Context: an optimization exercise on an open-source flow, tuned for small area, a short achievable clock period and few clock cycles per item. The choices shown serve that exercise and are no tape-out recipe.
In this exercise RTL edits were held to simulation tests only and were not proved equivalent to the original.
No activity file was given, so power comes from the tool's default toggle rates.

==> flow/design.v (excerpt) <==
module priority_wildcard_host_matcher #(
    parameter int ENTRIES     = 8,
    parameter int PATTERN_LEN = 63
) (
    input  logic                i_clk,
    input  logic                i_rst_n,
    input  logic                i_in_valid,
    output logic                o_in_ready,
    input  logic [42:0]         i_in_data,
    output logic                o_out_valid,
    input  logic                i_out_ready,
    output logic [5:0]          o_out_data
);
For scale: about 5100 flip-flops, about 55 I/O pins.
==> flow/config.mk <==
export PLATFORM = sky130hd
export DESIGN_NAME = priority_wildcard_host_matcher
export DESIGN_NICKNAME = priority_wildcard_host_matcher
export VERILOG_FILES = /design/flow/design.v
export SDC_FILE = /design/flow/constraint.sdc
export NUM_CORES = 4
export LEC_CHECK = 0
export CAP_MARGIN = 20
export CORE_MARGIN = 2
export CORE_UTILIZATION = 65
export SLEW_MARGIN = 20
==> flow/constraint.sdc <==
create_clock -name core_clock -period 10.0 [get_ports {i_clk}]
set_input_delay 2.0000 -clock core_clock [delete_from_list [all_inputs] [get_ports {i_clk}]]
set_output_delay 2.0000 -clock core_clock [all_outputs]
set_load 0.01 [all_outputs]
standard.sh (not shown) runs the stock make flow with config.mk's settings and CLKGATE_MAP_FILE= SYNTH_SCRIPT=/design/flow/synth_recipe.tcl, a recipe that flattens the netlist after the stock synthesis.
==> flow/flow/run.sh <==
#!/bin/bash
# Standard ORFS layout (the standard.sh, unchanged synthesis), with timing repair aimed
# well below the clock period so that the achieved period is short, and a clock tree with
# smaller leaf buffers (clkbuf_8 driving clusters of up to 16 flip-flops) in place of the
# default clkbuf_16 leaves. Ports are buffered with buf_4 (the standard flow's port buffers can
# come out as slow delay cells that timing repair may not swap).
set -euo pipefail
export CTS_ARGS="-sink_clustering_enable -repair_clock_nets -sink_clustering_size 16 -sink_clustering_max_diameter 60 -sink_clustering_buffer sky130_fd_sc_hd__clkbuf_8 -buf_list {sky130_fd_sc_hd__clkbuf_8 sky130_fd_sc_hd__clkbuf_16}"
export BUFFER_PORTS_ARGS="-buffer_cell sky130_fd_sc_hd__buf_4"
bash standard.sh SETUP_SLACK_MARGIN=6.5 finish > standard_flow.log 2>&1
Testbench counts at the start, summed over its fixed seeds: cycles 16,055, items 16,039.
Edit:
--- a/flow/design.v
+++ b/flow/design.v
@@ -54,22 +54,20 @@
     localparam int CW  = $clog2(E + 1);
     localparam int LW  = $clog2(P + 1);
     localparam int NQ  = 4;                  
     localparam int WIN = 16;                 
     localparam int WB  = P - WIN;            
     localparam int LR  = P - WIN;            
     localparam int QW  = $clog2(NQ + 1);
     logic               r_v1;
-    logic               r_vcom1;             
-    logic               r_vend1;             
-    logic               r_vhs1;              
     logic [2:0]         r_op1;
     logic [7:0]         r_ch1;
     logic               r_chz1;              
+    logic               r_hs1;               
     logic               r_star1;             
     logic               r_qm1;               
     logic signed [31:0] r_pr1;
     logic               r_rdy;
     logic [QW-1:0]      r_pend;              
     logic               w_acc;
     logic               w_acc_res;
     logic               w_pop;
@@ -94,47 +92,42 @@
                     w_room = w_pop && !w_acc_res;
                 end
             end
         end
     end
     always_ff @(posedge i_clk) begin
         if (!i_rst_n) begin
             r_v1   <= 1'b0;
-            r_vcom1 <= 1'b0;
-            r_vend1 <= 1'b0;
-            r_vhs1  <= 1'b0;
             r_rdy  <= 1'b1;
             r_pend <= '0;
         end else begin
             r_v1   <= w_acc;
-            r_vcom1 <= w_acc && (w_in.operation == pwhm_pkg::OP_COMMIT);
-            r_vend1 <= w_acc && (w_in.operation == pwhm_pkg::OP_END);
-            r_vhs1  <= w_acc && (w_in.operation == pwhm_pkg::OP_HOST) && (w_in.char_byte != 8'h00);
             r_rdy  <= w_room && !w_stall_nx;
             r_pend <= w_pend_nx;
         end
         r_op1 <= w_in.operation;
         r_pr1 <= w_in.priority_req;
+        r_hs1 <= (w_in.operation == pwhm_pkg::OP_HOST) && (w_in.char_byte != 8'h00);
         if (w_acc) begin
             r_ch1  <= pwhm_pkg::f_lower(w_in.char_byte);
             r_chz1 <= (w_in.char_byte == 8'h00);
             r_star1 <= (w_in.char_byte == pwhm_pkg::STAR_CH);
             r_qm1   <= (w_in.char_byte == pwhm_pkg::QMARK_CH);
         end
     end
     localparam logic [1:0] B_IDLE = 2'd0;
     localparam logic [1:0] B_APP  = 2'd1;    
     localparam logic [1:0] B_PASS = 2'd2;    
     logic w_pat_raw, w_pat, w_commit, w_host, w_end, w_sort;
     logic w_ch_zero;
     assign w_pat_raw = r_v1 && (r_op1 == pwhm_pkg::OP_PAT);
-    assign w_commit  = r_vcom1;
+    assign w_commit  = r_v1 && (r_op1 == pwhm_pkg::OP_COMMIT);
     assign w_host    = r_v1 && (r_op1 == pwhm_pkg::OP_HOST);
-    assign w_end     = r_vend1;
+    assign w_end     = r_v1 && (r_op1 == pwhm_pkg::OP_END);
     assign w_sort    = r_v1 && (r_op1 == pwhm_pkg::OP_SORT);
     assign w_ch_zero = r_chz1;
     logic [CW-1:0]  r_cnt;                   
     logic [E-1:0]   r_valid;                 
     logic [E-1:0]   r_slot;                  
     logic [LW-1:0]  r_blen;                  
     logic [LW-1:0]  r_slen;                  
     logic           r_ovf;
@@ -175,17 +168,17 @@
     assign w_g_nx      = (r_g == LW'(LR - 1)) ? '0 : r_g + 1'b1;
     assign w_defer     = w_pat_raw && w_app_c && !w_aligned;
     assign w_pat       = (w_pat_raw && !w_defer) || ((r_bm == B_APP) && w_aligned);
     assign w_pat_take  = w_pat && w_take_c;
     assign w_pat_store = w_pat && w_store_c;
     assign w_app       = w_pat && w_app_c;
     assign w_full      = (r_cnt >= CW'(E));
     assign w_add       = w_commit && !w_full && !r_ovf;
-    assign w_step      = r_vhs1 && !r_hterm;
+    assign w_step      = r_v1 && r_hs1 && !r_hterm;
     assign w_fast      = w_step && !r_slow;
     assign w_sstart    = w_step && r_slow;
     assign w_proc      = (r_bm == B_PASS) && !r_pdone && (r_pgo || (r_g == '0));
     assign w_wstep     = (r_bm == B_PASS) && r_pdone;
     assign w_long      = (r_slen > LW'(WIN));
     assign w_stall_nx  = (w_acc && (w_in.operation == pwhm_pkg::OP_HOST) &&
                           (r_slow || (w_add && w_long))) ||
                          (w_acc && (w_in.operation == pwhm_pkg::OP_PAT) &&
The new run finished clean; clock power is about the same; sequential power hardly moves; design area increases by 0.61%; maximum frequency goes up by 1.2%; area after synthesis came out higher by 0.49%; count of clock-buffer cells in the layout fell by 2; final cell count went up by 1.5%; first-iteration DRC count rose by 13%; total power goes up by 1.3%.
Testbench counts after the change, summed over its fixed seeds: cycles 16,055, items 16,039.

==> port drivers added, routing unchanged <==
The flow's constraints put no driver on any port. The routed layouts listed below were extracted and timed again, unchanged, in two steps. Step 1 assumes that a clkbuf_16 drives the clock port and a buf_2 every other input. Step 2 moves the port delays by t, midway between the first and last clock arrival at a register: inputs arrive t later, outputs are due t later. That takes back most of the time a late clock gives input paths. Three values: ideal, step 1, step 2; two values: the first two.
| run | t, ns | setup WS [ns] | hold WS [ns] | worst register clock-pin slew, ns |
|---|---|---|---|---|
| the first run | 0.994 | 6.518 / 6.435 / 5.913 | 0.293 / 0.293 / 0.293 | 0.11 / 0.11 |
| the second run | 1.016 | 6.561 / 6.485 / 6.079 | 0.270 / 0.270 / 0.270 | 0.11 / 0.11 |
After both steps every run listed still meets setup and hold. The setup slack of the first run, which loses most, moves by -0.083 ns with the drivers and by -0.605 ns with both steps.
